Background: an optimization exercise with open tools, aiming at small area, a short achievable clock period and few clock cycles per item. Do not read the settings as production practice. RTL that was checked went through simulation tests only; none was proved equivalent to the original. The RTL of runs 5 and 6 was laid out without a check of its function. No activity file was given, so power comes from the tool's default toggle rates.

`flow/config.mk`:
```
export PLATFORM = sky130hd
export DESIGN_NAME = sorted_unique_set_engine
export DESIGN_NICKNAME = sorted_unique_set_engine
export VERILOG_FILES = /design/flow/design.v
export SDC_FILE = /design/flow/constraint.sdc
export NUM_CORES = 4
export LEC_CHECK = 0
export ABC_AREA = 1
export CAP_MARGIN = 20
export CORE_MARGIN = 2
export CORE_UTILIZATION = 40
export SETUP_SLACK_MARGIN = 3.7
export SLEW_MARGIN = 20
```
`flow/constraint.sdc`:
```
create_clock -name core_clock -period 6.0 [get_ports {clk}]
set_input_delay 1.2000 -clock core_clock [delete_from_list [all_inputs] [get_ports {clk}]]
set_output_delay 1.2000 -clock core_clock [all_outputs]
set_load 0.01 [all_outputs]
```
`flow/design.v`:
```
`default_nettype none
package sus_pkg;
  localparam int CAPACITY = 16;
  localparam int CNT_W    = $clog2(CAPACITY + 1);
  localparam int VAL_W    = 32;
  localparam logic [1:0] KIND_SEARCH = 2'd0;
  localparam logic [1:0] KIND_INSERT = 2'd1;
  localparam logic [1:0] KIND_DELETE = 2'd2;
  localparam logic [1:0] KIND_SPARE  = 2'd3;
  localparam logic [1:0] ST_DONE  = 2'd0;
  localparam logic [1:0] ST_NOCHG = 2'd1;
  localparam logic [1:0] ST_FULL  = 2'd2;
  typedef logic [VAL_W-1:0] val_t;
  typedef logic [CNT_W-1:0] cnt_t;
endpackage
`default_nettype wire
`default_nettype none
module sus_cell (
  input  wire logic          clk,
  input  wire logic          vld_nxt,
  input  wire sus_pkg::val_t key,
  output logic               eq
);
  sus_pkg::val_t val_r;
  assign eq = (val_r == key);
  always_ff @(posedge clk) begin
    if (!vld_nxt) val_r <= key;
  end
endmodule
`default_nettype wire
`default_nettype none
module sorted_unique_set_engine (
  input  wire logic        clk,
  input  wire logic        rst_n,
  input  wire logic        in_valid,
  output logic             in_ready,
  input  wire logic [1:0]  in_kind,
  input  wire logic [31:0] in_value,
  output logic             out_valid,
  input  wire logic        out_ready,
  output logic             out_was_present,
  output logic [1:0]       out_status,
  output logic [4:0]       out_entry_count
);
  localparam int N = sus_pkg::CAPACITY;
  logic          rdy_r;
  logic          acc;
  logic          a_vld;
  logic [1:0]    a_kind;
  sus_pkg::val_t a_key;
  logic [N-1:0]  slot_vld;
  logic [N-1:0]  slot_vld_nxt;   
  logic [N-1:0]  eq_v;
  sus_pkg::cnt_t cnt_r;
  logic          b_vld;
  logic          b_ins, b_del;
  logic [N-1:0]  b_match;      
  logic          b_pre;        
  logic [N-1:0]  loc;          
  logic          present;
  logic          full;
  logic          do_ins, do_del;
  logic [N-1:0]  tgt;          
  logic [N-1:0]  spare;        
  logic [N-1:0]  spare_first;  
  logic [N-1:0]  tgt_nxt;
  sus_pkg::cnt_t cnt_nxt;
  logic [1:0]    status;
  logic [7:0]    res;
  assign in_ready = rdy_r;
  assign acc      = in_valid && rdy_r;
  for (genvar i = 0; i < N; i++) begin : g_cell
    sus_cell u_cell (
      .clk     (clk),
      .vld_nxt (slot_vld_nxt[i]),
      .key     (a_key),
      .eq      (eq_v[i])
    );
    if (i == 0) begin : g_first
      assign spare_first[i] = spare[i];
    end else begin : g_rest
      assign spare_first[i] = spare[i] && !(|spare[i-1:0]);
    end
  end
  always_ff @(posedge clk) begin
    a_vld   <= rst_n && acc;
    a_kind  <= in_kind;
    a_key   <= in_value;
    b_vld   <= rst_n && a_vld;
    b_ins   <= a_kind == sus_pkg::KIND_INSERT;
    b_del   <= a_kind == sus_pkg::KIND_DELETE;
    b_match <= eq_v & slot_vld_nxt;
    b_pre   <= |(eq_v & slot_vld_nxt);
  end
  assign loc     = b_match;
  assign present = b_pre;
  assign full    = cnt_r[sus_pkg::CNT_W-1];
  assign do_ins  = b_vld && b_ins && !present && !full;
  assign do_del  = b_vld && b_del && present;
  assign spare   = ~slot_vld & ~tgt;
  assign tgt_nxt = do_ins ? spare_first
                 : ((|tgt) ? tgt : ({N{b_vld && b_del}} & loc));
  assign slot_vld_nxt = (slot_vld & ~({N{b_vld && b_del}} & loc))
                      | ({N{do_ins}} & tgt);
  always_comb begin
    cnt_nxt = cnt_r;
    if (do_ins) cnt_nxt = cnt_r + 1'b1;
    if (do_del) cnt_nxt = cnt_r - 1'b1;
  end
  always_comb begin
    status = sus_pkg::ST_DONE;
    if (b_ins) begin
      if (present)   status = sus_pkg::ST_NOCHG;
      else if (full) status = sus_pkg::ST_FULL;
    end else if (b_del) begin
      if (!present)  status = sus_pkg::ST_NOCHG;
    end
  end
  assign res = {present, status, cnt_nxt};
  always_ff @(posedge clk) begin
    if (!rst_n) begin
      slot_vld <= '0;
      tgt      <= N'(1);
      cnt_r    <= '0;
    end else begin
      slot_vld <= slot_vld_nxt;
      tgt      <= tgt_nxt;
      cnt_r    <= cnt_nxt;
    end
  end
  localparam int D = 4;
  logic [D-1:0]       q_vld;
  logic [D-1:0][7:0]  q_dat;
  logic               pop;
  logic [D-1:0]       q_sh;      
  logic [D-1:0]       q_vld_nxt;
  assign pop  = q_vld[0] && out_ready;
  assign q_sh = pop ? {1'b0, q_vld[D-1:1]} : q_vld;
  assign q_vld_nxt = b_vld ? {q_sh[D-2:0], 1'b1} : q_sh;
  always_ff @(posedge clk) begin
    if (!rst_n) begin
      q_vld <= '0;
      rdy_r <= 1'b1;
    end else begin
      q_vld <= q_vld_nxt;
      rdy_r <= !q_vld_nxt[D-1]
            && !(q_vld_nxt[D-2] && (acc || a_vld))
            && !(q_vld_nxt[D-3] && acc && a_vld);
    end
  end
  for (genvar p = 0; p < D; p++) begin : g_q
    logic [7:0] nxt;    
    if (p < D - 1) begin : g_sh
      assign nxt = pop ? q_dat[p+1] : q_dat[p];
    end else begin : g_last
      assign nxt = q_dat[p];
    end
    always_ff @(posedge clk) begin
      q_dat[p] <= q_sh[p] ? nxt : res;
    end
  end
  assign out_valid       = q_vld[0];
  assign out_was_present = q_dat[0][7];
  assign out_status      = q_dat[0][6:5];
  assign out_entry_count = q_dat[0][4:0];
endmodule
`default_nettype wire
```
`flow/run.sh`:
```
#!/bin/bash
# synth_recipe.tcl (not shown) runs the flow's synth.tcl, then flattens the netlist and writes it again
# the make line also repeats each setting of config.mk as NAME=value (left out here)
make -C /OpenROAD-flow-scripts/flow DESIGN_CONFIG=/design/flow/config.mk WORK_HOME=/design/flow/orfs CLKGATE_MAP_FILE= SYNTH_SCRIPT=/design/flow/synth_recipe.tcl finish
```
==> run notes, run 1 <==
----------------------------------------------------
[Setup path]
  Worst path top cell family by delay ... flip-flops
  RR Startpoint ... a_key[24]
  Buffers plus inverters on the worst setup path ... 1
  Kind of launch point of the worst setup path ... register
  Cell-by-cell listing of the critical path ... buf_2
  Delay of the slowest cell on the worst path ... approximately 0.38 ns
  Nature of the critical path endpoint ... output port
  Data arrival, critical path ... between 1 and 1.5 ns
  Data required time of the worst path ... around 4.8 ns
  Launching element of the worst setup path ... q_dat[7]
  Peak fanout along the critical path ... 1
  Worst path slowest cell ... sky130_fd_sc_hd__edfxtp_1
  WS Path Type ... reg -> out

[Floorplan]
  Placeable core area ... a little under 0.07 mm2
  Die span in x ... around 270 um
  DIE AREA ... 0.0720 mm2
  Die outline height ... roughly 270 um
  Initial core utilization ... between 40 and 50%
  Number of placed I/O pins ... 48
  Row cnt ... 96

[Logic synthesis]
  Synthesized cell area ... 0.0279 mm2
  Post-synthesis net count ... around 2600
  Number of synthesized register bits ... about 640
  Share of synthesized area occupied by flip-flops and latches ... between 60 and 70%
  Top FF cell, synth ... sky130_fd_sc_hd__edfxtp_1
  Post-Synthesis Mean Instance Area ... 10.7 um2
  Ys Warns ... 2
  Distinct cell type count of the synthesized netlist ... between 40 and 50
  Synthesized instance count ... ~2600
  Number of synthesized flops with an enable pin ... about 540
  Async set-reset flop share out of synthesis ... 0%

[STA]
  Setup tns final ... 0 ns
  Fin. Hold Viols ... 0
  Clock Skews ... ~0.033 ns
  Slack of the critical path ... 3.66 ns
  Final period util ... between 30 and 40%
  Transition time at the pin with the least slew margin ... 0.823 ns
  Setup-failing EPs final ... 0
  Highest achievable clock rate ... ~430 MHz
  Worst max-slew margin expressed relative to the limit ... roughly 45%
  Unrepaired setup endpoints after global routing ... true
  Post-layout min period ... about 2.3 ns
  Final count of pins violating max slew ... 0

[Run]
  Number of max-cap violations ... 0

[Global routing]
  Total routing usage reported by global routing ... about a fifth
  Maximum number of pins on one net before global-route repair ... 38
  First-pass GRT wire length ... approximately 100 mm
  Residual overflow from global routing ... 0
  Number of global-route vias before repair ... about 17000
  Antenna violations before repair ... 3

[Place]
  Global placement routability congestion ... between 0.8 and 0.9
  Number of buffer cells added on primary ports ... 47
  Pre-CTS setup slack ... 2.51 ns
  Half-perimeter wire length after detailed placement ... just over 40 mm

[Cells and area]
  Filler Cells Inserted ... between 6000 and 7000
  Share of layout cells above drive strength 1 ... between 8 and 9%
  Sequential standard cell area ... roughly 0.018 mm2
  Multi-input combinational cell area ... slightly above 0.008 mm2
  Most frequent cells in the layout ... 718 x sky130_fd_sc_hd__nand2_1, 544 x sky130_fd_sc_hd__edfxtp_1, 335 x sky130_fd_sc_hd__nor2_1, 253 x sky130_fd_sc_hd__inv_1, 236 x sky130_fd_sc_hd__xor2_1
  # nets final ... 2740
  # diodes ... 0
  Most common cell after layout, fill and taps aside ... sky130_fd_sc_hd__nand2_1
  Area growth from synthesis to layout ... 13.9%

[Clocking]
  Number of buffers on the longest clock path ... 3
  CTS tree ... yes
  Clock Latency Late Sink ... a little over 0.6 ns
  H-tree depth ... 3
  Clock transition at path regs ... about 0.06 ns
  Total clock buffers created by CTS ... 70
  Clock Root Buffer ... sky130_fd_sc_hd__clkbuf_16
  Quantity of hold-fixing buffers added after cts ... 0
  Number of sinks driven by the clock tree ... between 600 and 700

[Drt]
  Routed Antenna Nets ... 0
  Total length of routed wires ... around 66 mm
  Routed via count divided by cell count ... roughly 4.8
  Via count ... ~18000
  Violation count after the first detailed-route iteration ... roughly 1500
  Residual DRC ... 0
  1st-pass router iterations ... 5
  Post-DR wirelength/cell ... between 15 and 20 um

[Pwr]
  Switching power as a share of total power ... 23.3%
  Share of power burned in the clock network ... roughly 41%
  Areal power density over the cells ... ~310 mW/mm2
  Comb power frac ... approximately 7%
  Share of total power in sequential cells ... approximately half
  Leakage power summed over all cells ... ~0.013 uW
  VDD IR max ... 206 uV
  Switching power of the nets ... between 2000 and 2500 uW
  P_int ... 7670 uW

[Status]
  Result of the run ... finished clean

[Min path]
  Worst hold path startpoint ... a_kind[0]
  Hold/Removal Path Class ... reg -> reg

----------------------------------------------------
-- layer usage --
layer | share of wire, % | wire length [um] | global-route usage, % | up-vias
met5 | 0.062 | 41 | 0 | -
met4 | 3.3 | 2190 | 6.63 | 6
met3 | 5.7 | 3780 | 3.97 | 125
met2 | 48 | 31600 | 31.2 | 414
met1 | 43 | 28700 | 24.1 | 8437
li1 | - | - | - | 8550
-- sequential cells by signal (all words and copies together) (netlist names), 2 cells and up --
register             count
g_cell.u_cell.val_r    512
a_key                   32
q_dat                   32
b_match                 16
slot_vld                16
tgt                     16
cnt_r                    5
q_vld                    4
a_kind                   2
-- cell families (layout without fill, tap and decap cells) --
kind of cell / count (synthesis) / in the layout / synth area share [%]
adders and majority gates: 2 / 2 / 0.0896
and+or+nand+nor: 1155 / 1156 / 16.1
buffers and inverters: 365 / 515 / 5.82
AOI/OAI and AO/OA: 122 / 122 / 2.48
DFF: 641 / 641 / 65.4
xor gates and xnor gates: 321 / 321 / 10.1
-- power by group through the flow --
stage          combinational (uW)  sequential (uW)  clock, uW
6_report                      722             5180       4090
4_1_cts                       727             5180       4200
3_5_place_dp                  719             5270          0
2_1_floorplan                 497             5270          0
3_3_place_gp                  700             5260          0
5_1_grt                       820             5210       4380
-- worst paths after layout --
path / to / slack [ns] / cells after the start
min reg2reg: b_del / 0.40 / 1
max: out_was_present / 3.66 / 1
max reg2reg: b_pre / 3.69 / 13
min: b_del / 0.40 / 1
-- per-stage QoR --
| stage | util (%) | cells | cell area, um2 | total power (uW) | hold WS, ns |
|---|---|---|---|---|---|
| 2_1_floorplan | - | 2606 | 27900 | 5770 | 0.389 |
| 3_3_place_gp | 42.6 | 3545 | 29300 | 5960 | 0.408 |
| 3_5_place_dp | 42.7 | 3546 | 29400 | 5990 | 0.405 |
| 4_1_cts | 46.0 | 3685 | 31700 | 10100 | 0.413 |
| 5_1_grt | 46.2 | 3688 | 31800 | 10400 | 0.434 |
| 6_report | 46.2 | 3688 | 31800 | 9990 | 0.402 |
-- cell type report --
class                      instances  area share [%]
sequential                       641            57.5
multi-input combinational       1601            25.6
clock buffer                      97            6.10
tap                              931            3.66
inverter                         280            3.40
timing repair buffer             105            2.99
clock inverter                    32           0.787
timing repair inverter             1          0.0236
-- cells in the mapped netlist (2+ instances only) --
| cell type | instances | area share [%] |
|---|---|---|
| sky130_fd_sc_hd__a211oi_1 | 2 | 0.054 |
| sky130_fd_sc_hd__a21oi_1 | 16 | 0.29 |
| sky130_fd_sc_hd__a31oi_1 | 5 | 0.11 |
| sky130_fd_sc_hd__buf_2 | 33 | 0.59 |
| sky130_fd_sc_hd__buf_4 | 29 | 0.78 |
| sky130_fd_sc_hd__buf_6 | 14 | 0.56 |
| sky130_fd_sc_hd__clkbuf_1 | 7 | 0.094 |
| sky130_fd_sc_hd__dfxtp_1 | 97 | 7.0 |
| sky130_fd_sc_hd__edfxtp_1 | 544 | 58 |
| sky130_fd_sc_hd__ha_1 | 2 | 0.090 |
| sky130_fd_sc_hd__inv_1 | 270 | 3.6 |
| sky130_fd_sc_hd__inv_2 | 10 | 0.13 |
| sky130_fd_sc_hd__nand2_1 | 722 | 9.7 |
| sky130_fd_sc_hd__nand2_2 | 2 | 0.045 |
| sky130_fd_sc_hd__nand3_1 | 41 | 0.73 |
| sky130_fd_sc_hd__nand4_1 | 9 | 0.20 |
| sky130_fd_sc_hd__nor2_1 | 343 | 4.6 |
| sky130_fd_sc_hd__nor3_1 | 32 | 0.57 |
| sky130_fd_sc_hd__o2111ai_1 | 2 | 0.063 |
| sky130_fd_sc_hd__o21ai_0 | 68 | 1.2 |
| sky130_fd_sc_hd__o21ai_1 | 10 | 0.18 |
| sky130_fd_sc_hd__o22ai_1 | 10 | 0.22 |
| sky130_fd_sc_hd__xnor2_1 | 84 | 2.6 |
| sky130_fd_sc_hd__xor2_1 | 236 | 7.4 |
-- what timing repair did --
action                                  in CTS  in global routing
buffers inserted                             9                  2
endpoints found under the setup margin     531                380
resized for setup                           79                 28
pin swaps                                    0                  0
cloned                                       1                  1
Testbench counts, summed over its fixed seeds: cycles 32,024, items 32,000.
==> run 2, diff against run 1 <==
--- a/flow/config.mk
+++ b/flow/config.mk
@@ -7,3 +7,2 @@
 export LEC_CHECK = 0
-export ABC_AREA = 1
 export CAP_MARGIN = 20
==> run 2 against run 1 <==
Area after synthesis fell by 7.9%. Clock power rose by 4%. Critical path type is now reg -> reg. Global-route usage fell by 1.6 points. Routed wire length fell by 14%. Critical endpoint is now b_pre.
==> run notes, run 2 <==
----------------------------------------------------
[STA]
  Highest achievable clock rate ... 426 MHz (-0.35%)
  Transition time at the pin with the least slew margin ... 0.716 ns (-0.107 ns)
  Setup tns final ... 0 ns (unchanged)
  Worst max-slew margin expressed relative to the limit ... 52.3% (+7.6 points)
  Post-layout min period ... 2.35 ns (+0.00822 ns)
  Setup-failing EPs final ... 0 (unchanged)
  Fin. Hold Viols ... 0 (unchanged)
  Final count of pins violating max slew ... 0 (unchanged)
  Unrepaired setup endpoints after global routing ... true
  Clock Skews ... 0.0235 ns (-0.00903 ns)
  Final period util ... 39.1% (+0.14 points)

[Logic synthesis]
  Top area cells in the synthesized netlist ... sky130_fd_sc_hd__edfxtp_1 63%, sky130_fd_sc_hd__xor2_1 17%, sky130_fd_sc_hd__dfxtp_1 7.5%
  Dominant cell type by area after synthesis ... sky130_fd_sc_hd__edfxtp_1
  Post-synthesis net count ... 1680 (-37%)
  Leading cell type by number of instances after synthesis ... sky130_fd_sc_hd__edfxtp_1
  Post-synth top area share ... 63.5% (+5.0 points)
  Share of synthesized area occupied by flip-flops and latches ... 71.0% (+5.6 points)
  Ys Warns ... 2 (unchanged)
  Post-Synthesis Mean Instance Area ... 15.7 um2 (+46%)
  Top FF cell, synth ... sky130_fd_sc_hd__edfxtp_1
  Synthesized instance count ... 1640 (-37%)
  Async set-reset flop share out of synthesis ... 0% (unchanged)
  Synthesized cell area ... 0.0257 mm2 (-7.9%)
  Leading cell types by count after synthesis ... 544 x sky130_fd_sc_hd__edfxtp_1, 513 x sky130_fd_sc_hd__xor2_1, 141 x sky130_fd_sc_hd__nor4_1
  Distinct cell type count of the synthesized netlist ... 47 (+12%)
  Number of synthesized register bits ... 641 (unchanged)
  Number of synthesized flops with an enable pin ... 544 (unchanged)

[Global routing]
  Maximum number of pins on one net before global-route repair ... 44 (+16%)
  Antenna violations before repair ... 2 (-1)
  Number of global-route vias before repair ... 13500 (-22%)
  Total routing usage reported by global routing ... 17.1% (-1.6 points)
  Residual overflow from global routing ... 0 (unchanged)
  First-pass GRT wire length ... 85.2 mm (-15%)

[Floorplan]
  DIE AREA ... 0.0664 mm2 (-7.8%)
  Die outline height ... 258 um (-4.0%)
  Placeable core area ... 0.0633 mm2 (-8.0%)
  Row cnt ... 92 (-4.2%)
  Number of placed I/O pins ... 48 (unchanged)
  Initial core utilization ... 40.6% (+0.057 points)
  Die span in x ... 258 um (-4.0%)

[Setup path]
  Data required time of the worst path ... 6.51 ns (+1.71 ns)
  Logic depth of the worst register-to-register path ... 7 (-6)
  Kind of launch point of the worst setup path ... register
  Data arrival, critical path ... 2.85 ns (+1.71 ns)
  Peak fanout along the critical path ... 18 (+17)
  WS Path Type ... reg -> reg
  Nature of the critical path endpoint ... register

[Cells and area]
  Share of layout cells above drive strength 1 ... 15.8% (+7.5 points)
  Final Instance Area ... 0.0301 mm2 (-5.4%)
  # nets final ... 1779 (-35%)
  Reg with most FFs ... g_cell.u_cell.val_r
  Most frequent cells in the layout ... 544 x sky130_fd_sc_hd__edfxtp_1, 513 x sky130_fd_sc_hd__xor2_1, 136 x sky130_fd_sc_hd__nor4_1, 75 x sky130_fd_sc_hd__clkbuf_16, 60 x sky130_fd_sc_hd__dfxtp_1
  Biggest registers after layout ... g_cell.u_cell.val_r (512), a_key (32), q_dat (32)
  Area growth from synthesis to layout ... 17.0%
  Most common cell after layout, fill and taps aside ... sky130_fd_sc_hd__edfxtp_1
  Filler Cells Inserted ... 5453 (-13%)
  # diodes ... 0 (unchanged)
  Number of flip-flops under the largest register name ... 512 (unchanged)

[Drt]
  Violation count after the first detailed-route iteration ... 1092 (-26%)
  Residual DRC ... 0 (unchanged)
  Routed via count divided by cell count ... 5.08 (+6.9%)
  1st-pass router iterations ... 5 (unchanged)
  Via count ... 13400 (-23%)
  Post-DR wirelength/cell ... 21.6 um (+20%)
  Routed Antenna Nets ... 0 (unchanged)
  Total length of routed wires ... 57.2 mm (-14%)

[Clocking]
  H-tree depth ... 3 (unchanged)
  Quantity of hold-fixing buffers added after cts ... 0 (unchanged)
  Total clock buffers created by CTS ... 70 (unchanged)
  Number of buffers on the longest clock path ... 3 (unchanged)
  Clock Root Buffer ... sky130_fd_sc_hd__clkbuf_16
  CTS tree ... yes
  Clock Latency Late Sink ... 0.60 ns (about the same)
  Clock transition at path regs ... 0.06 ns (about the same)
  Number of sinks driven by the clock tree ... 641 (unchanged)

[Pwr]
  Leakage power summed over all cells ... 0.0111 uW (-16%)
  VDD IR max ... 194 uV (-5.8%)
  Areal power density over the cells ... 330 mW/mm2 (+4.9%)

[Place]
  Post-detailed-placement cell area ... 0.0274 mm2 (-6.6%)
  Number of buffer cells added on primary ports ... 47 (unchanged)
  Half-perimeter wire length after detailed placement ... 31.2 mm (-24%)
  Global placement routability congestion ... 0.767 (-14%)

[Min path]
  Number of stages on the worst hold path ... 1 (unchanged)
  Hold/Removal Path Class ... reg -> reg

[Run]
  Number of max-cap violations ... 0 (unchanged)

[Status]
  Result of the run ... finished clean

----------------------------------------------------
run 2: cell count changes in the layout (fill, tap and decap cells not counted), moves of 83 or more:
cell                      delta
sky130_fd_sc_hd__nor2_1    -304
sky130_fd_sc_hd__inv_1     -247
sky130_fd_sc_hd__xnor2_1    -83
sky130_fd_sc_hd__nand2_1   -692
sky130_fd_sc_hd__xor2_1    +277
sky130_fd_sc_hd__nor4_1    +135
run 2: layer usage:
metal  GRT usage (%)  vias up  part of all wire (%)
met2            28.0      322                    48
met5               0        -                 0.014
met4            5.14        2                   2.1
met1            23.7     6810                    46
li1                -     6210                     -
met3            2.39       75                   4.4
run 2: timing repair:
item,CTS,global route
resized for setup,69,50
pin swaps,4,4
buffers inserted,4,7
endpoints found under the hold margin,0,0
cloned,0,2
endpoints found under the setup margin,105,37
run 2: per-stage QoR:
stage	utilization (%)	setup slack, ns	cells	hold WS, ns	power, uW
after floorplan	-	3.61	1640	0.384	5570
after global placement	43.3	2.85	2500	0.409	5760
after detailed placement	43.3	2.83	2500	0.397	5780
after CTS	47.1	3.47	2632	0.412	10000
after global routing	47.5	3.60	2641	0.434	10300
final	47.5	3.65	2641	0.405	9920
run 2: kinds of logic (layout without fill, tap and decap cells):
kind of cell	Yosys count	count (layout)	synth area share [%]
flip-flops	641	641	71.0
XOR/XNOR	515	515	17.5
AND/OR/NAND/NOR	301	302	6.95
buffers and inverters	88	241	1.53
AO/OA/AOI/OAI	73	73	1.98
multiplexers	20	21	0.866
adder cells (fa/ha/maj)	2	2	0.0973
run 2: critical path, cell delays in order, from the launching register on:
cell	delay (ns)
sky130_fd_sc_hd__dfxtp_4	0.53
sky130_fd_sc_hd__buf_6	0.29
sky130_fd_sc_hd__xor2_1	0.11
sky130_fd_sc_hd__nor4_1	0.51
sky130_fd_sc_hd__nand4_1	0.28
sky130_fd_sc_hd__nor3_2	0.26
sky130_fd_sc_hd__nor4_1	0.08
sky130_fd_sc_hd__nand4_1	0.17
run 2: power by group:
group | leakage (uW) | internal (uW) | total (uW) | switching, uW
clock | 0.00112 | 2530 | 4240 | 1710
sequential | 0.00661 | 5040 | 5170 | 130
combinational | 0.00336 | 212 | 514 | 302
run 2: worst paths after layout:
check | startpoint | end | slack, ns
setup / recovery | a_key[9] | b_pre | 3.65
hold / removal | a_kind[1] | b_ins | 0.40
setup reg to reg | a_key[9] | b_pre | 3.65
hold reg to reg | a_kind[1] | b_ins | 0.40
run 2: final cells by class:
cell class	instances	area, um2	area share [%]
clock inverter	31	269	0.894
sequential	641	18400	61.0
clock buffer	97	2020	6.71
tap	846	1060	3.52
multi-input combinational	913	7330	24.4
timing repair buffer	106	1020	3.40
inverter	7	26.3	0.0873
==> run 3, diff against run 2 <==
--- a/flow/design.v
+++ b/flow/design.v
@@ -57,3 +57,2 @@
   logic [N-1:0]  b_match;      
-  logic          b_pre;        
   logic [N-1:0]  loc;          
@@ -92,6 +91,5 @@
     b_match <= eq_v & slot_vld_nxt;
-    b_pre   <= |(eq_v & slot_vld_nxt);
   end
   assign loc     = b_match;
-  assign present = b_pre;
+  assign present = |b_match;
   assign full    = cnt_r[sus_pkg::CNT_W-1];
==> run 3 against run 2 <==
Register-to-register slack improved by 0.07 ns. Sequential cell count fell by 1. Non-clock buffer count fell by 7. Hold slack improved by 0.017 ns. Global-route usage increased by 0.51 points. Critical path depth is 6 lower. Sequential share of layout area rose by 0.33 points. Synthesized cell count rose by 0.91%. Count of clock-buffer cells in the layout down 5.
==> run notes, run 3 <==
----------------------------------------------------
[STA]
  Final count of pins violating max slew ... 0 (unchanged)
  Setup tns final ... 0 ns (unchanged)
  Fin. Hold Viols ... 0 (unchanged)
  Clock Skews ... 0.0283 ns (+0.00475 ns)
  Worst max-slew margin expressed relative to the limit ... 51.7% (-0.63 points)
  Minimum hold slack ... 0.422 ns (+0.0169 ns)
  Transition time at the pin with the least slew margin ... 0.725 ns (+0.00946 ns)
  Post-layout min period ... 2.33 ns (-0.0140 ns)
  Unrepaired setup endpoints after global routing ... true
  Highest achievable clock rate ... 429 MHz (+0.60%)
  Setup-failing EPs final ... 0 (unchanged)
  Final period util ... 38.9% (-0.23 points)

[Cells and area]
  Most frequent cells in the layout ... 544 x sky130_fd_sc_hd__edfxtp_1, 512 x sky130_fd_sc_hd__xor2_1, 135 x sky130_fd_sc_hd__nor4_1, 71 x sky130_fd_sc_hd__clkbuf_16, 62 x sky130_fd_sc_hd__dfxtp_1
  Number of flip-flops under the largest register name ... 512 (unchanged)
  Share of layout cells above drive strength 1 ... 14.4% (-1.4 points)
  Reg with most FFs ... g_cell.u_cell.val_r
  Biggest registers after layout ... g_cell.u_cell.val_r (512), a_key (32), q_dat (32)
  Area growth from synthesis to layout ... 16.4%
  # diodes ... 0 (unchanged)
  Most common cell after layout, fill and taps aside ... sky130_fd_sc_hd__edfxtp_1
  # nets final ... 1789 (+0.56%)

[Setup path]
  FF-to-FF setup slack ... 3.72 ns (+0.07 ns)
  Worst path top cell family by delay ... flip-flops
  Kind of launch point of the worst setup path ... register
  Delay of the slowest cell on the worst path ... 0.37 ns (-0.16 ns)
  Worst path slowest cell ... sky130_fd_sc_hd__edfxtp_1
  Reg2Reg Capture Point ... b_match[2]
  Cell-by-cell listing of the critical path ... buf_2
  RR Startpoint ... b_match[5]
  WS Path Type ... reg -> out
  Buffers plus inverters on the worst setup path ... 1 (unchanged)
  Data arrival, critical path ... 1.13 ns (-1.72 ns)
  Data required time of the worst path ... 4.80 ns (-1.71 ns)
  Logic depth of the worst register-to-register path ... 7 (unchanged)
  Peak fanout along the critical path ... 1 (-17)
  Nature of the critical path endpoint ... output port

[Logic synthesis]
  Post-synthesis net count ... 1695 (+0.89%)
  Dominant cell type by area after synthesis ... sky130_fd_sc_hd__edfxtp_1
  Share of synthesized area occupied by flip-flops and latches ... 71.1% (+0.099 points)
  Post-Synthesis Mean Instance Area ... 15.5 um2 (-1.2%)
  Leading cell type by number of instances after synthesis ... sky130_fd_sc_hd__edfxtp_1
  Synth Area in Adders ... 0.0975% (+0.00024 points)
  Top FF cell, synth ... sky130_fd_sc_hd__edfxtp_1
  Leading cell types by count after synthesis ... 544 x sky130_fd_sc_hd__edfxtp_1, 512 x sky130_fd_sc_hd__xor2_1, 138 x sky130_fd_sc_hd__nor4_1
  Distinct cell type count of the synthesized netlist ... 57 (+21%)
  Area fraction in and, or, nand and nor cells after synthesis ... 6.83% (-0.12 points)
  Post-synth top area share ... 63.7% (+0.16 points)
  Top area cells in the synthesized netlist ... sky130_fd_sc_hd__edfxtp_1 64%, sky130_fd_sc_hd__xor2_1 17%, sky130_fd_sc_hd__dfxtp_1 7.5%
  Mux cell area share after synthesis ... 0.765% (-0.10 points)
  Xor and xnor fraction of the mapped netlist area ... 17.5% (about the same)
  Share of the synthesized area in compound gates (AO/OA/AOI/OAI) ... 2.24% (+0.26 points)
  Number of synthesized register bits ... 640 (-0.16%)
  Async set-reset flop share out of synthesis ... 0% (unchanged)
  Ys Warns ... 2 (unchanged)
  Synthesized cell area ... 0.0257 mm2 (-0.25%)
  Synthesized instance count ... 1655 (+0.91%)
  Combinational family with the most area after synthesis ... XOR/XNOR gates
  Number of synthesized flops with an enable pin ... 544 (unchanged)

[Global routing]
  Number of global-route vias before repair ... 13400 (-0.26%)
  Maximum number of pins on one net before global-route repair ... 35 (-20%)
  Total routing usage reported by global routing ... 17.6% (+0.51 points)
  Antenna violations before repair ... 1 (-1)
  First-pass GRT wire length ... 86.2 mm (+1.1%)
  Residual overflow from global routing ... 0 (unchanged)

[Clocking]
  Clock Latency Late Sink ... 0.61 ns (about the same)
  Number of buffers on the longest clock path ... 3 (unchanged)
  H-tree depth ... 3 (unchanged)
  Total clock buffers created by CTS ... 69 (-1.4%)
  Number of sinks driven by the clock tree ... 640 (-0.16%)
  CTS tree ... yes
  Clock transition at path regs ... 0.06 ns (about the same)
  Clock Root Buffer ... sky130_fd_sc_hd__clkbuf_16
  Quantity of hold-fixing buffers added after cts ... 0 (unchanged)

[Floorplan]
  Initial core utilization ... 40.6% (about the same)
  Die outline height ... 257 um (-0.12%)
  Placeable core area ... 0.0632 mm2 (-0.18%)
  DIE AREA ... 0.0662 mm2 (-0.24%)
  Row cnt ... 92 (unchanged)
  Number of placed I/O pins ... 48 (unchanged)
  Die span in x ... 257 um (-0.12%)

[Drt]
  Total length of routed wires ... 57.8 mm (+1.0%)
  Routed Antenna Nets ... 0 (unchanged)
  Violation count after the first detailed-route iteration ... 1078 (-1.3%)
  Post-DR wirelength/cell ... 21.8 um (+0.70%)
  Residual DRC ... 0 (unchanged)
  Routed via count divided by cell count ... 5.08 (about the same)
  Via count ... 13500 (+0.38%)
  1st-pass router iterations ... 5 (unchanged)

[Pwr]
  Leakage power summed over all cells ... 0.0110 uW (-0.87%)
  Comb power frac ... 5.4% (+0.2 points)
  VDD IR max ... 212 uV (+9.1%)
  P_int ... 7750 uW (-0.33%)
  Switching power as a share of total power ... 21.7% (+0.12 points)
  Share of power burned in the clock network ... 42.7% (about the same)
  Areal power density over the cells ... 332 mW/mm2 (+0.62%)
  Switching power of the nets ... 2150 uW (+0.40%)
  Share of total power in sequential cells ... 52.0% (about the same)

[Min path]
  Min-Delay Endpoint ... b_ins
  Number of stages on the worst hold path ... 1 (unchanged)
  Worst hold path startpoint ... a_kind[1]
  Hold/Removal Path Class ... reg -> reg

[Place]
  Number of buffer cells added on primary ports ... 47 (unchanged)
  Global placement routability congestion ... 0.822 (+7.1%)
  Half-perimeter wire length after detailed placement ... 30.5 mm (-2.3%)

[Run]
  Number of max-cap violations ... 0 (unchanged)

[Status]
  Result of the run ... finished clean

----------------------------------------------------
==> run 3: final cells by class <==
type / count / area (um2)
well taps: 846 / 1060
repair inverters: 1 / 7.51
clock inverters: 34 / 348
inverters: 8 / 33.8
fillers: 5366 / 33300
multi-input cells: 930 / 7310
flip-flops and latches: 640 / 18300
repair buffers: 99 / 866
clock buffers: 92 / 1920
==> run 3: repair_timing <==
action / in CTS / in global routing
buffers inserted: 5 / 0
gates cloned: 2 / 0
gates resized for setup: 71 / 17
pin swaps: 1 / 3
endpoints found under the setup margin: 601 / 76
==> run 3: per-stage QoR <==
stage	util [%]	cells	total power, uW	setup WS [ns]	instance area (um2)
after CTS	47.1	2650	10000	3.62	29800
after detailed placement	43.3	2517	5780	2.61	27400
after global routing	47.2	2650	10300	3.63	29900
after floorplan	-	1655	5560	3.54	25800
after global placement	43.3	2517	5760	2.71	27400
final	47.2	2650	9900	3.67	29900
==> run 3: routing by layer <==
layer | routed length [um] | vias to the layer above | global-route usage, % | share of wire (%)
met5 | 0 | - | 0 | 0
met1 | 26000 | 6855 | 23.5 | 45
met3 | 2350 | 75 | 2.70 | 4.1
li1 | - | 6274 | - | -
met2 | 28100 | 266 | 29.3 | 49
met4 | 1370 | 0 | 5.88 | 2.4
==> run 3: power by group through the flow <==
stage | Clock (uW) | Combinational, uW | Sequential, uW
floorplan | 0 | 339 | 5230
global placement | 0 | 522 | 5240
detailed placement | 0 | 534 | 5250
CTS | 4320 | 539 | 5150
global route | 4500 | 586 | 5170
finish | 4220 | 533 | 5150
==> run 3: how the worst max path moves through the flow <==
stage               startpoint                    endpoint  slack [ns]  cells past startpoint
floorplan                b_vld  g_cell[12].u_cell.val_r[0]        3.54                      6
global placement         rst_n                      tgt[9]        2.71                      4
detailed placement       rst_n                      tgt[9]        2.61                      4
CTS                   q_dat[3]          out_entry_count[3]        3.62                      1
global route          q_dat[3]          out_entry_count[3]        3.63                      1
finish                q_dat[3]          out_entry_count[3]        3.67                      1
==> run 3: cell families after synthesis <==
family | count (synthesis)
and+or+nand+nor | 309
buffers and inverters | 86
muxes | 18
xor gates and xnor gates | 514
DFF | 640
adders and majority gates | 2
AOI/OAI and AO/OA | 86
Testbench counts of run 3, summed over its fixed seeds: cycles 32,024, items 32,000.
==> run 4, diff against run 3 <==
--- a/flow/config.mk
+++ b/flow/config.mk
@@ -10,2 +10,4 @@
 export CORE_UTILIZATION = 40
+export CTS_CLUSTER_DIAMETER = 60
+export CTS_CLUSTER_SIZE = 20
 export SETUP_SLACK_MARGIN = 3.7
==> run 4 against run 3 <==
First-iteration DRC count rose by 2.9%. Largest cell class unchanged. Sequential cell count did not move. Critical path depth did not move. Non-clock buffer count rose by 1. Global-route usage fell by 0.26 points. Via count fell by 1.3%. Die area did not move. Routed wire length fell by 0.53%. Count of clock-buffer cells in the layout fell by 35. Sequential power barely moved. Fmax rose by 0.19%.
==> run notes, run 4 <==
----------------------------------------------------
[Status]
  Result of the run ... finished clean

[Floorplan]
  Die span in x ... 257 um (unchanged)
  Placeable core area ... 0.0632 mm2 (unchanged)
  DIE AREA ... 0.0662 mm2 (unchanged)
  Die outline height ... 257 um (unchanged)
  Row cnt ... 92 (unchanged)
  Initial core utilization ... 40.6% (unchanged)
  Number of placed I/O pins ... 48 (unchanged)

[Cells and area]
  Area growth from synthesis to layout ... 13.5%
  Non-Filler Instances ... 2612 (-1.4%)
  Most frequent cells in the layout ... 544 x sky130_fd_sc_hd__edfxtp_1, 512 x sky130_fd_sc_hd__xor2_1, 136 x sky130_fd_sc_hd__nor4_1, 62 x sky130_fd_sc_hd__dfxtp_1, 49 x sky130_fd_sc_hd__buf_4
  Biggest registers after layout ... g_cell.u_cell.val_r (512), a_key (32), q_dat (32)
  Final design utilization ... 46.1% (-1.1 points)
  Share of layout cells above drive strength 1 ... 13.4% (-1.0 points)
  Number of flip-flops under the largest register name ... 512 (unchanged)
  # nets final ... 1768 (-1.2%)
  Most common cell after layout, fill and taps aside ... sky130_fd_sc_hd__edfxtp_1
  Reg with most FFs ... g_cell.u_cell.val_r
  Multi-input combinational cell area ... 0.00730 mm2 (about the same)
  Filler Cells Inserted ... 5406 (+0.75%)
  Sequential standard cell area ... 0.0183 mm2 (unchanged)
  # diodes ... 0 (unchanged)

[Clocking]
  CTS tree ... yes
  H-tree depth ... 2 (-1)
  Number of buffers on the longest clock path ... 3 (unchanged)
  Total clock buffers created by CTS ... 47 (-32%)
  Number of sinks driven by the clock tree ... 640 (unchanged)
  Clock transition at path regs ... 0.07 ns (about the same)
  Clock Latency Late Sink ... 0.62 ns (about the same)
  Clock Root Buffer ... sky130_fd_sc_hd__clkbuf_16

[Global routing]
  Antenna violations before repair ... 1 (unchanged)
  Residual overflow from global routing ... 0 (unchanged)
  Maximum number of pins on one net before global-route repair ... 35 (unchanged)
  First-pass GRT wire length ... 85.4 mm (-0.88%)
  Total routing usage reported by global routing ... 17.3% (-0.26 points)
  Number of global-route vias before repair ... 13200 (-2.1%)

[Logic synthesis]
  Post-synthesis net count ... 1695 (unchanged)
  Post-Synthesis Mean Instance Area ... 15.5 um2 (unchanged)
  Ys Warns ... 2 (unchanged)
  Synthesized cell area ... 0.0257 mm2 (unchanged)
  Number of synthesized register bits ... 640 (unchanged)
  Top FF cell, synth ... sky130_fd_sc_hd__edfxtp_1
  Distinct cell type count of the synthesized netlist ... 57 (unchanged)
  Synthesized instance count ... 1655 (unchanged)
  Leading cell type by number of instances after synthesis ... sky130_fd_sc_hd__edfxtp_1
  Leading cell types by count after synthesis ... 544 x sky130_fd_sc_hd__edfxtp_1, 512 x sky130_fd_sc_hd__xor2_1, 138 x sky130_fd_sc_hd__nor4_1
  Async set-reset flop share out of synthesis ... 0% (unchanged)
  Top area cells in the synthesized netlist ... sky130_fd_sc_hd__edfxtp_1 64%, sky130_fd_sc_hd__xor2_1 17%, sky130_fd_sc_hd__dfxtp_1 7.5%
  Dominant cell type by area after synthesis ... sky130_fd_sc_hd__edfxtp_1
  Post-synth top area share ... 63.7% (unchanged)
  Share of synthesized area occupied by flip-flops and latches ... 71.1% (unchanged)
  Number of synthesized flops with an enable pin ... 544 (unchanged)

[Pwr]
  Areal power density over the cells ... 305 mW/mm2 (-7.9%)
  Leakage power summed over all cells ... 0.0107 uW (-3.1%)
  VDD IR max ... 171 uV (-19%)

[Setup path]
  Cell-by-cell listing of the critical path ... buf_2
  Data required time of the worst path ... 4.80 ns (about the same)
  Data arrival, critical path ... 1.13 ns (about the same)
  Worst path top cell family by delay ... flip-flops
  Kind of launch point of the worst setup path ... register
  FF-to-FF setup slack ... 3.71 ns (about the same)
  Peak fanout along the critical path ... 1 (unchanged)
  Delay of the slowest cell on the worst path ... 0.38 ns (about the same)
  RR Startpoint ... b_match[6]
  Worst path slowest cell ... sky130_fd_sc_hd__edfxtp_1
  Nature of the critical path endpoint ... output port
  WS Path Type ... reg -> out
  Buffers plus inverters on the worst setup path ... 1 (unchanged)
  Reg2Reg Capture Point ... b_match[2]
  Logic depth of the worst register-to-register path ... 7 (unchanged)

[STA]
  Setup-failing EPs final ... 0 (unchanged)
  Post-layout min period ... 2.33 ns (-0.00438 ns)
  Worst max-slew margin expressed relative to the limit ... 51.8% (+0.19 points)
  Transition time at the pin with the least slew margin ... 0.722 ns (-0.00285 ns)
  Clock Skews ... 0.0296 ns (+0.00138 ns)
  Unrepaired setup endpoints after global routing ... true
  Highest achievable clock rate ... 430 MHz (+0.19%)
  Final period util ... 38.8% (-0.073 points)
  Slack of the critical path ... 3.67 ns (+0.00438 ns)
  Fin. Hold Viols ... 0 (unchanged)
  Setup tns final ... 0 ns (unchanged)
  Final count of pins violating max slew ... 0 (unchanged)

[Place]
  Pre-CTS setup slack ... 2.61 ns (unchanged)
  Half-perimeter wire length after detailed placement ... 30.5 mm (unchanged)
  Global placement routability congestion ... 0.822 (unchanged)
  Count of placed standard cells including taps ... 2517 (unchanged)
  Number of buffer cells added on primary ports ... 47 (unchanged)

[Drt]
  Via count ... 13300 (-1.3%)
  Violation count after the first detailed-route iteration ... 1109 (+2.9%)
  1st-pass router iterations ... 5 (unchanged)
  Residual DRC ... 0 (unchanged)
  Routed via count divided by cell count ... 5.09 (+0.18%)
  Routed Antenna Nets ... 0 (unchanged)
  Total length of routed wires ... 57.5 mm (-0.53%)
  Post-DR wirelength/cell ... 22.0 um (+0.92%)

[Min path]
  Min-Delay Endpoint ... b_ins
  Number of stages on the worst hold path ... 1 (unchanged)
  Worst hold path startpoint ... a_kind[1]
  Hold/Removal Path Class ... reg -> reg

[Run]
  Number of max-cap violations ... 0 (unchanged)

----------------------------------------------------
[run 4: cell counts after synthesis]
Identical to the previous run, type by type.
[run 4: kinds of logic (layout without fill, tap and decap cells)]
group	after synthesis	in the layout	synth area share, %
and+or+nand+nor	309	310	6.83
DFF	640	640	71.1
buffers and inverters	86	196	1.38
muxes	18	18	0.765
xor gates and xnor gates	514	514	17.5
AOI/OAI and AO/OA	86	86	2.24
adders and majority gates	2	2	0.0975
[run 4: through the flow]
step	total power (uW)	cell area [um2]	hold WS [ns]
final	8900	29100	0.424
after global routing	9220	29100	0.434
after CTS	8990	29000	0.422
after detailed placement	5780	27400	0.405
after global placement	5760	27400	0.397
after floorplan	5560	25800	0.384
[run 4: worst max-delay path by stage]
stage | depth (start not counted) | from | slack [ns] | end
CTS | 1 | q_dat[3] | 3.63 | out_entry_count[3]
global route | 1 | q_dat[5] | 3.63 | out_status[0]
global placement | 4 | rst_n | 2.71 | tgt[9]
finish | 1 | q_dat[1] | 3.67 | out_entry_count[1]
detailed placement | 4 | rst_n | 2.61 | tgt[9]
floorplan | 6 | b_vld | 3.54 | g_cell[12].u_cell.val_r[0]
[run 4: metal layers]
metal / routed length, um / share of wire [%] / global-route usage (%) / vias up
li1: - / - / - / 6210
met1: 26600 / 46 / 23.7 / 6818
met2: 28100 / 49 / 29.5 / 205
met3: 1740 / 3.0 / 2.40 / 68
met4: 1040 / 1.8 / 3.74 / 0
met5: 0 / 0 / 0 / -
[run 4: final cells by class]
class | count | share of cell area [%]
Inverter | 8 | 0.116
Sequential cell | 640 | 62.9
Tap cell | 846 | 3.63
Clock buffer | 57 | 4.23
Timing Repair Buffer | 100 | 3.00
Clock inverter | 30 | 1.06
Timing Repair inverter | 1 | 0.0258
Multi-Input combinational cell | 930 | 25.1
[run 4: repair_timing]
item | CTS | global route
endpoints found under the setup margin | 601 | 56
setup buffers | 5 | 1
gates resized for setup | 71 | 16
gates cloned | 2 | 0
hold buffers | 0 | 0
pin swaps | 1 | 3
[run 4: report_power, final]
part	leakage, uW	switching (uW)	total [uW]	internal [uW]
clock	0.000755	1650	3230	1580
combinational	0.00330	328	533	205
sequential	0.00660	112	5140	5030
total	0.0107	2090	8900	6810
==> run 5, diff against run 4 <==
--- a/flow/design.v
+++ b/flow/design.v
@@ -57,2 +57,7 @@
   logic [N-1:0]  b_match;      
+  logic          b_pre;        
+  logic          b_same;       
+  logic [N-1:0]  o_loc;        
+  logic          o_after;      
+  logic          a_pre, a_same;
   logic [N-1:0]  loc;          
@@ -61,6 +66,3 @@
   logic          do_ins, do_del;
-  logic [N-1:0]  tgt;          
-  logic [N-1:0]  spare;        
-  logic [N-1:0]  spare_first;  
-  logic [N-1:0]  tgt_nxt;
+  logic [N-1:0]  first_free;
   sus_pkg::cnt_t cnt_nxt;
@@ -78,7 +80,9 @@
     if (i == 0) begin : g_first
-      assign spare_first[i] = spare[i];
+      assign first_free[i] = !slot_vld[i];
     end else begin : g_rest
-      assign spare_first[i] = spare[i] && !(|spare[i-1:0]);
+      assign first_free[i] = !slot_vld[i] && (&slot_vld[i-1:0]);
     end
   end
+  assign a_pre  = |(eq_v & slot_vld);
+  assign a_same = b_vld && ((|(eq_v & ~slot_vld)) || (|(eq_v & loc)));
   always_ff @(posedge clk) begin
@@ -90,6 +94,10 @@
     b_del   <= a_kind == sus_pkg::KIND_DELETE;
-    b_match <= eq_v & slot_vld_nxt;
+    b_match <= eq_v & slot_vld;
+    b_pre   <= a_pre;
+    b_same  <= a_same;
+    o_loc   <= b_del ? '0 : (do_ins ? first_free : loc);
+    o_after <= !b_del && (present || do_ins);
   end
-  assign loc     = b_match;
-  assign present = |b_match;
+  assign loc     = b_same ? o_loc : b_match;
+  assign present = b_same ? o_after : b_pre;
   assign full    = cnt_r[sus_pkg::CNT_W-1];
@@ -97,7 +105,4 @@
   assign do_del  = b_vld && b_del && present;
-  assign spare   = ~slot_vld & ~tgt;
-  assign tgt_nxt = do_ins ? spare_first
-                 : ((|tgt) ? tgt : ({N{b_vld && b_del}} & loc));
   assign slot_vld_nxt = (slot_vld & ~({N{b_vld && b_del}} & loc))
-                      | ({N{do_ins}} & tgt);
+                      | ({N{do_ins}} & first_free);
   always_comb begin
@@ -120,3 +125,2 @@
       slot_vld <= '0;
-      tgt      <= N'(1);
       cnt_r    <= '0;
@@ -124,3 +128,2 @@
       slot_vld <= slot_vld_nxt;
-      tgt      <= tgt_nxt;
       cnt_r    <= cnt_nxt;
--- a/flow/config.mk
+++ b/flow/config.mk
@@ -10,5 +10,3 @@
 export CORE_UTILIZATION = 40
-export CTS_CLUSTER_DIAMETER = 60
-export CTS_CLUSTER_SIZE = 20
-export SETUP_SLACK_MARGIN = 3.7
+export SETUP_SLACK_MARGIN = 3.8
 export SLEW_MARGIN = 20
==> run 5 against run 4 <==
Setup slack worse by 0.22 ns. Clock power up 36%. Sequential share of layout area down 6.9 points. Global-route usage up 4.7 points. Via count up 14%. Final area up 13%. Synthesized cell count up 1.1%. Critical path type is now reg -> reg.
==> run notes, run 5 <==
----------------------------------------------------
[Floorplan]
  Die outline height ... 258 um (+0.39%)
  Die span in x ... 258 um (+0.39%)
  Row cnt ... 93 (+1.1%)
  DIE AREA ... 0.0667 mm2 (+0.79%)
  Number of placed I/O pins ... 48 (unchanged)
  Placeable core area ... 0.0642 mm2 (+1.6%)
  Initial core utilization ... 40.3% (-0.34 points)

[Setup path]
  Reg2Reg Capture Point ... g_cell[15].u_cell.val_r[9]
  Kind of launch point of the worst setup path ... register
  Delay of the slowest cell on the worst path ... 0.50 ns (+0.12 ns)
  Logic depth of the worst register-to-register path ... 7 (unchanged)
  Peak fanout along the critical path ... 8 (+7)
  Data arrival, critical path ... 2.90 ns (+1.77 ns)
  Nature of the critical path endpoint ... register
  RR Startpoint ... b_same
  Worst path slowest cell ... sky130_fd_sc_hd__or4_4
  Data required time of the worst path ... 6.35 ns (+1.55 ns)
  Launching element of the worst setup path ... b_same
  Cell-by-cell listing of the critical path ... mux2i_4 > inv_4 > nor4_4 > nand4_1 > or4_4 > nand4bb_4 > and2_4
  WS Path Type ... reg -> reg
  FF-to-FF setup slack ... 3.45 ns (-0.26 ns)

[Pwr]
  Areal power density over the cells ... 313 mW/mm2 (+2.3%)
  Leakage power summed over all cells ... 0.0117 uW (+10%)
  VDD IR max ... 224 uV (+31%)

[Drt]
  Via count ... 15200 (+14%)
  Post-DR wirelength/cell ... 26.2 um (+19%)
  Routed via count divided by cell count ... 5.36 (+5.2%)
  Residual DRC ... 0 (unchanged)
  Violation count after the first detailed-route iteration ... 1618 (+46%)
  1st-pass router iterations ... 5 (unchanged)
  Total length of routed wires ... 74.3 mm (+29%)
  Routed Antenna Nets ... 0 (unchanged)

[Cells and area]
  # nets final ... 1970 (+11%)
  Reg with most FFs ... g_cell.u_cell.val_r
  Most common cell after layout, fill and taps aside ... sky130_fd_sc_hd__edfxtp_1
  Share of layout cells above drive strength 1 ... 23.7% (+10 points)
  Most frequent cells in the layout ... 544 x sky130_fd_sc_hd__edfxtp_1, 382 x sky130_fd_sc_hd__xnor2_1, 128 x sky130_fd_sc_hd__xor2_1, 106 x sky130_fd_sc_hd__nand4_1, 104 x sky130_fd_sc_hd__buf_4
  Biggest registers after layout ... g_cell.u_cell.val_r (512), a_key (32), q_dat (32)
  # diodes ... 0 (unchanged)
  Area growth from synthesis to layout ... 27.4%
  Number of flip-flops under the largest register name ... 512 (unchanged)

[Min path]
  Number of stages on the worst hold path ... 1 (unchanged)
  Min-Delay Endpoint ... b_del
  Worst hold path startpoint ... a_kind[0]
  Hold/Removal Path Class ... reg -> reg

[Logic synthesis]
  Post-synthesis net count ... 1713 (+1.1%)
  Top area cells in the synthesized netlist ... sky130_fd_sc_hd__edfxtp_1 63%, sky130_fd_sc_hd__xnor2_1 13%, sky130_fd_sc_hd__dfxtp_1 7.7%
  Synthesized cell area ... 0.0259 mm2 (+0.80%)
  Top FF cell, synth ... sky130_fd_sc_hd__edfxtp_1
  Dominant cell type by area after synthesis ... sky130_fd_sc_hd__edfxtp_1
  Post-synth top area share ... 63.1% (-0.50 points)
  Async set-reset flop share out of synthesis ... 0% (unchanged)
  Leading cell type by number of instances after synthesis ... sky130_fd_sc_hd__edfxtp_1
  Ys Warns ... 2 (unchanged)
  Leading cell types by count after synthesis ... 544 x sky130_fd_sc_hd__edfxtp_1, 387 x sky130_fd_sc_hd__xnor2_1, 128 x sky130_fd_sc_hd__xor2_1
  Number of synthesized flops with an enable pin ... 544 (unchanged)
  Distinct cell type count of the synthesized netlist ... 47 (-18%)
  Post-Synthesis Mean Instance Area ... 15.5 um2 (-0.28%)
  Synthesized instance count ... 1673 (+1.1%)
  Number of synthesized register bits ... 643 (+0.47%)
  Share of synthesized area occupied by flip-flops and latches ... 70.8% (-0.33 points)

[Clocking]
  Clock Root Buffer ... sky130_fd_sc_hd__clkbuf_16
  Clock Latency Late Sink ... 0.62 ns (about the same)
  Number of sinks driven by the clock tree ... 643 (+0.47%)
  Clock transition at path regs ... 0.06 ns (about the same)
  Total clock buffers created by CTS ... 71 (+51%)
  Number of buffers on the longest clock path ... 3 (unchanged)
  H-tree depth ... 3 (+1)
  Quantity of hold-fixing buffers added after cts ... 0 (unchanged)
  CTS tree ... yes

[STA]
  Clock Skews ... 0.0326 ns (+0.00294 ns)
  Post-layout min period ... 2.55 ns (+0.219 ns)
  Setup-failing EPs final ... 0 (unchanged)
  Unrepaired setup endpoints after global routing ... true
  Final period util ... 42.4% (+3.6 points)
  Transition time at the pin with the least slew margin ... 0.894 ns (+0.172 ns)
  Final count of pins violating max slew ... 0 (unchanged)
  Fin. Hold Viols ... 0 (unchanged)
  Highest achievable clock rate ... 393 MHz (-8.6%)
  Minimum hold slack ... 0.429 ns (+0.00507 ns)
  Setup tns final ... 0 ns (unchanged)
  Worst max-slew margin expressed relative to the limit ... 39.8% (-12 points)

[Place]
  Global placement routability congestion ... 0.830 (+0.99%)
  Number of buffer cells added on primary ports ... 47 (unchanged)
  Half-perimeter wire length after detailed placement ... 37.3 mm (+22%)

[Global routing]
  Maximum number of pins on one net before global-route repair ... 34 (-2.9%)
  Residual overflow from global routing ... 0 (unchanged)
  Total routing usage reported by global routing ... 22.1% (+4.7 points)
  First-pass GRT wire length ... 106 mm (+24%)
  Antenna violations before repair ... 1 (unchanged)
  Number of global-route vias before repair ... 14700 (+11%)

[Status]
  Result of the run ... finished clean

[Run]
  Number of max-cap violations ... 0 (unchanged)

----------------------------------------------------
## run 5: cell types whose count changed after synthesis, moves of 13 or more
cell	change
sky130_fd_sc_hd__nand4_1	+73
sky130_fd_sc_hd__a21oi_1	+22
sky130_fd_sc_hd__xnor2_1	+385
sky130_fd_sc_hd__o21ai_0	-13
sky130_fd_sc_hd__nor4_1	-76
sky130_fd_sc_hd__nor2_1	+21
sky130_fd_sc_hd__a22oi_1	-14
sky130_fd_sc_hd__buf_2	+28
sky130_fd_sc_hd__nand2_1	-13
sky130_fd_sc_hd__xor2_1	-384
sky130_fd_sc_hd__clkbuf_1	-19
## run 5: final cells by class
class | count | area, um2
fill | 5316 | 31300
sequential | 643 | 18400
multi-input combinational | 963 | 8400
timing repair buffer | 229 | 2620
clock buffer | 101 | 1960
tap | 855 | 1070
clock inverter | 27 | 357
inverter | 21 | 85.1
timing repair inverter | 1 | 5.00
## run 5: logic make-up after synthesis
family                     after synthesis  share of synthesized area, %
muxes                                   35                          1.52
buffers and inverters                   97                          1.60
DFF                                    643                          70.8
adders and majority gates                2                        0.0967
xor gates and xnor gates               515                          17.4
AOI/OAI and AO/OA                       72                          1.74
and+or+nand+nor                        309                          6.79
## run 5: per-layer routing
metal  up-vias  GRT usage (%)  wire, um
met5         -              0         0
met4         0           5.81      2200
met3       131           3.10      4710
met2       545           36.6     35500
met1      7854           30.6     31900
li1       6688              -         -
## run 5: through the flow
| step | total power (uW) | setup WS [ns] | cells | utilization (%) | instance area [um2] |
|---|---|---|---|---|---|
| finish | 10300 | 3.45 | 2840 | 51.3 | 32900 |
| global route | 10600 | 3.39 | 2840 | 51.3 | 32900 |
| CTS | 10300 | 3.47 | 2802 | 50.2 | 32200 |
| detailed placement | 5880 | 2.73 | 2538 | 43.1 | 27700 |
| global placement | 5870 | 2.78 | 2538 | 43.1 | 27700 |
| floorplan | 5650 | 3.49 | 1673 | - | 26100 |
## run 5: power by group
| part | switching [uW] | internal [uW] |
|---|---|---|
| combinational | 399 | 350 |
| clock | 1750 | 2630 |
| sequential | 120 | 5050 |
## run 5: timing repair
item	4_1_cts	5_1_grt
setup buffers	106	31
endpoints found under the setup margin	603	443
gates resized for setup	212	61
pin swaps	29	32
gates cloned	30	7
## run 5: worst max path at each step
stage,end,cells after the start,slack (ns)
floorplan,g_cell[15].u_cell.val_r[0],8,3.49
global placement,g_cell[14].u_cell.val_r[24],7,2.78
detailed placement,g_cell[14].u_cell.val_r[4],7,2.73
CTS,g_cell[15].u_cell.val_r[9],7,3.47
global route,g_cell[15].u_cell.val_r[14],6,3.39
finish,g_cell[15].u_cell.val_r[9],7,3.45
## run 5: worst max-delay path: cells and delay by family, from the launching register on
family,cells,cell delay (ns)
buffers and inverters,1,0.06
multiplexers,1,0.26
AND/OR/NAND/NOR,5,1.59
flip-flops,1,0.37
==> run 6, diff against run 5 <==
--- a/flow/config.mk
+++ b/flow/config.mk
@@ -7,2 +7,3 @@
 export LEC_CHECK = 0
+export ABC_AREA = 1
 export CAP_MARGIN = 20
==> run 6 against run 5 <==
Still clean on timing, DRC and antenna. Synthesized cell count increased by 36%. Sequential power barely moved. Utilization decreased by 3.8 points. Clock skew down 0.014 ns. Sequential share of layout area up 0.32 points. Critical path depth is 6 lower. Critical path type is now reg -> out. Highest routed layer unchanged.
==> run notes, run 6 <==
----------------------------------------------------
[STA]
  Final period util ... 38.3% (-4.1 points)
  Post-layout min period ... 2.30 ns (-0.248 ns)
  Clock Skews ... 0.0181 ns (-0.0145 ns)
  Setup-failing EPs final ... 0 (unchanged)
  Setup tns final ... 0 ns (unchanged)
  Highest achievable clock rate ... 435 MHz (+11%)
  Final count of pins violating max slew ... 0 (unchanged)
  Fin. Hold Viols ... 0 (unchanged)
  Transition time at the pin with the least slew margin ... 0.612 ns (-0.282 ns)
  Unrepaired setup endpoints after global routing ... true
  Worst max-slew margin expressed relative to the limit ... 58.9% (+19 points)

[Cells and area]
  Filler Cells Inserted ... 6034 (+14%)
  Sequential standard cell area ... 0.0184 mm2 (-0.51%)
  Biggest registers after layout ... g_cell.u_cell.val_r (512), a_key (32), q_dat (32)
  Multi-input combinational cell area ... 0.00869 mm2 (+3.4%)
  # nets final ... 2457 (+25%)
  Area growth from synthesis to layout ... 17.4%
  Most common cell after layout, fill and taps aside ... sky130_fd_sc_hd__nand2_1
  Reg with most FFs ... g_cell.u_cell.val_r
  Most frequent cells in the layout ... 562 x sky130_fd_sc_hd__nand2_1, 544 x sky130_fd_sc_hd__edfxtp_1, 476 x sky130_fd_sc_hd__xnor2_1, 200 x sky130_fd_sc_hd__nor2_1, 88 x sky130_fd_sc_hd__dfxtp_1
  Number of flip-flops under the largest register name ... 512 (unchanged)
  Share of layout cells above drive strength 1 ... 13.6% (-10 points)

[Setup path]
  Worst path top cell family by delay ... flip-flops
  Worst path slowest cell ... sky130_fd_sc_hd__edfxtp_1
  Data required time of the worst path ... 4.80 ns (-1.55 ns)
  Data arrival, critical path ... 1.10 ns (-1.80 ns)
  Peak fanout along the critical path ... 1 (-7)
  Cell-by-cell listing of the critical path ... buf_2
  Buffers plus inverters on the worst setup path ... 1 (unchanged)
  Kind of launch point of the worst setup path ... register
  WS Path Type ... reg -> out
  Delay of the slowest cell on the worst path ... 0.36 ns (-0.14 ns)
  Nature of the critical path endpoint ... output port

[Logic synthesis]
  Top area cells in the synthesized netlist ... sky130_fd_sc_hd__edfxtp_1 59%, sky130_fd_sc_hd__xnor2_1 15%, sky130_fd_sc_hd__nand2_1 7.7%
  Post-synthesis net count ... 2310 (+35%)
  Distinct cell type count of the synthesized netlist ... 41 (-13%)
  Dominant cell type by area after synthesis ... sky130_fd_sc_hd__edfxtp_1
  Top FF cell, synth ... sky130_fd_sc_hd__edfxtp_1
  Share of synthesized area occupied by flip-flops and latches ... 66.0% (-4.8 points)
  Synthesized instance count ... 2270 (+36%)
  Post-Synthesis Mean Instance Area ... 12.2 um2 (-21%)
  Synthesized cell area ... 0.0278 mm2 (+7.3%)
  Leading cell types by count after synthesis ... 569 x sky130_fd_sc_hd__nand2_1, 544 x sky130_fd_sc_hd__edfxtp_1, 476 x sky130_fd_sc_hd__xnor2_1
  Number of synthesized flops with an enable pin ... 544 (unchanged)
  Number of synthesized register bits ... 643 (unchanged)
  Async set-reset flop share out of synthesis ... 0% (unchanged)
  Post-synth top area share ... 58.9% (-4.3 points)
  Ys Warns ... 2 (unchanged)
  Leading cell type by number of instances after synthesis ... sky130_fd_sc_hd__nand2_1

[Drt]
  Via count ... 16100 (+6.0%)
  Routed Antenna Nets ... 0 (unchanged)
  1st-pass router iterations ... 5 (unchanged)
  Total length of routed wires ... 64.4 mm (-13%)
  Residual DRC ... 0 (unchanged)
  Routed via count divided by cell count ... 4.74 (-12%)
  Violation count after the first detailed-route iteration ... 1187 (-27%)
  Post-DR wirelength/cell ... 18.9 um (-28%)

[Pwr]
  Share of power burned in the clock network ... 42.6% (about the same)
  VDD IR max ... 225 uV (+0.31%)
  P_int ... 7980 uW (-0.56%)
  Switching power of the nets ... 2260 uW (-0.56%)
  Power consumption ... 10200 uW (-0.56%)
  Share of total power in sequential cells ... 50.4% (+0.2 points)
  Areal power density over the cells ... 314 mW/mm2 (+0.52%)
  Comb power frac ... 7.0% (-0.3 points)
  Leakage power summed over all cells ... 0.0118 uW (+0.72%)
  Switching power as a share of total power ... 22.0% (about the same)

[Floorplan]
  DIE AREA ... 0.0715 mm2 (+7.2%)
  Die outline height ... 267 um (+3.5%)
  Placeable core area ... 0.0686 mm2 (+6.8%)
  Row cnt ... 96 (+3.2%)
  Number of placed I/O pins ... 48 (unchanged)
  Initial core utilization ... 40.5% (+0.19 points)
  Die span in x ... 267 um (+3.5%)

[Clocking]
  Number of buffers on the longest clock path ... 3 (unchanged)
  CTS tree ... yes
  Clock Root Buffer ... sky130_fd_sc_hd__clkbuf_16
  H-tree depth ... 3 (unchanged)
  Clock transition at path regs ... 0.06 ns (about the same)
  Total clock buffers created by CTS ... 71 (unchanged)
  Number of sinks driven by the clock tree ... 643 (unchanged)
  Quantity of hold-fixing buffers added after cts ... 0 (unchanged)
  Clock Latency Late Sink ... 0.61 ns (about the same)

[Place]
  Global placement routability congestion ... 0.843 (+1.5%)
  Half-perimeter wire length after detailed placement ... 34.0 mm (-8.8%)
  Number of buffer cells added on primary ports ... 47 (unchanged)

[Global routing]
  Maximum number of pins on one net before global-route repair ... 34 (unchanged)
  Number of global-route vias before repair ... 16100 (+10%)
  Total routing usage reported by global routing ... 18.5% (-3.6 points)
  Residual overflow from global routing ... 0 (unchanged)
  First-pass GRT wire length ... 98.4 mm (-6.8%)
  Antenna violations before repair ... 0 (-1)

[Min path]
  Hold/Removal Path Class ... reg -> reg

[Status]
  Result of the run ... finished clean

[Run]
  Number of max-cap violations ... 0 (unchanged)

----------------------------------------------------
==> run 6: cell count changes in the layout (fill, tap and decap cells not counted), moves of 66 or more <==
cell / change
sky130_fd_sc_hd__inv_1: +66
sky130_fd_sc_hd__nand2_1: +540
sky130_fd_sc_hd__nand4_1: -102
sky130_fd_sc_hd__nor2_1: +148
sky130_fd_sc_hd__xnor2_1: +94
sky130_fd_sc_hd__xor2_1: -126
==> run 6: what timing repair did <==
action / CTS / global route
cloned: 10 / 2
setup buffers: 48 / 10
pin swaps: 24 / 8
gates resized for setup: 135 / 53
setup endpoints to repair: 606 / 448
==> run 6: cell families after synthesis <==
family / after synthesis / share of synthesized area (%)
and+or+nand+nor: 878 / 12.9
DFF: 643 / 66.0
xor gates and xnor gates: 478 / 15.1
buffers and inverters: 183 / 4.27
AOI/OAI and AO/OA: 86 / 1.67
adders and majority gates: 2 / 0.0902
==> run 6: stage by stage <==
step	hold slack, ns	area (um2)	instances	setup WS (ns)	utilization [%]
2_1_floorplan	0.389	27900	2270	3.76	-
3_3_place_gp	0.427	29000	3203	2.41	42.2
3_5_place_dp	0.421	29000	3205	2.55	42.3
4_1_cts	0.434	32300	3393	3.67	47.1
5_1_grt	0.480	32600	3405	3.64	47.5
6_report	0.426	32600	3406	3.70	47.5
==> run 6: layer usage <==
layer | up-vias | track usage, % | part of all wire, %
li1 | 7767 | - | -
met1 | 7894 | 25.2 | 46
met2 | 368 | 30.3 | 47
met3 | 105 | 2.97 | 4.5
met4 | 0 | 5.83 | 2.6
met5 | - | 0 | 0
==> run 6: worst paths after layout <==
path | start | to | slack [ns] | depth (start not counted)
worst min-delay path | a_vld | b_vld | 0.43 | 2
worst min register to register | a_vld | b_vld | 0.43 | 2
worst max register to register | slot_vld[0] | g_cell[12].u_cell.val_r[8] | 3.79 | 11
worst max-delay path | q_dat[0] | out_entry_count[0] | 3.70 | 1
==> run 6: worst min-delay path, delay by kind of cell, from the launching register on <==
family	cells	cell delay (ns)
flip-flops	1	0.31
AND/OR/NAND/NOR	1	0.05
buffers and inverters	1	0.03
==> run 6: power groups by stage <==
stage                     clock (uW)  sequential [uW]  combinational, uW
after global routing            4640             5180                803
after global placement             0             5250                689
after detailed placement           0             5260                704
after floorplan                    0             5260                521
final                           4360             5160                719
after CTS                       4450             5170                721
==> run 6: cell type report <==
type / instances / area share (%)
sequential: 643 / 56.3
multi-input combinational: 1454 / 26.6
clock buffer: 96 / 6.12
timing repair buffer: 143 / 4.85
tap: 931 / 3.57
inverter: 104 / 1.44
clock inverter: 34 / 1.05
antenna: 1 / 0.00768

-- static timing again, ports no longer ideal --
The flow's constraints put no driver on any port. The routed layouts listed below were extracted and timed again, unchanged, in two steps.
Step 1, drivers: a clkbuf_16 drives clk and a buf_2 each remaining input, both assumed.
Step 2 times the ports against the registers' clock, not the clock port: input delays grow and output delays shrink by t, the midpoint of the rising clock arrivals with the driver on.
Slacks: no drivers / after step 1 / after step 2; pairs: no drivers / after step 1.
run	t, ns	slack for setup (ns)	slew at the worst register clock pin (ns)
run 1	0.659	3.663 / 3.602 / 3.113	0.06 / 0.06
run 2	0.641	3.655 / 3.640 / 3.107	0.06 / 0.06
run 3	0.652	3.669 / 3.609 / 3.178	0.06 / 0.06
run 4	0.659	3.673 / 3.612 / 3.154	0.09 / 0.09
run 5	0.657	3.454 / 3.454 / 3.256	0.06 / 0.06
run 6	0.664	3.702 / 3.641 / 3.354	0.07 / 0.07
After both steps setup and hold are still met in every run listed. The setup slack of run 1, which loses most, moves by -0.061 ns with the drivers and by -0.550 ns with both steps.
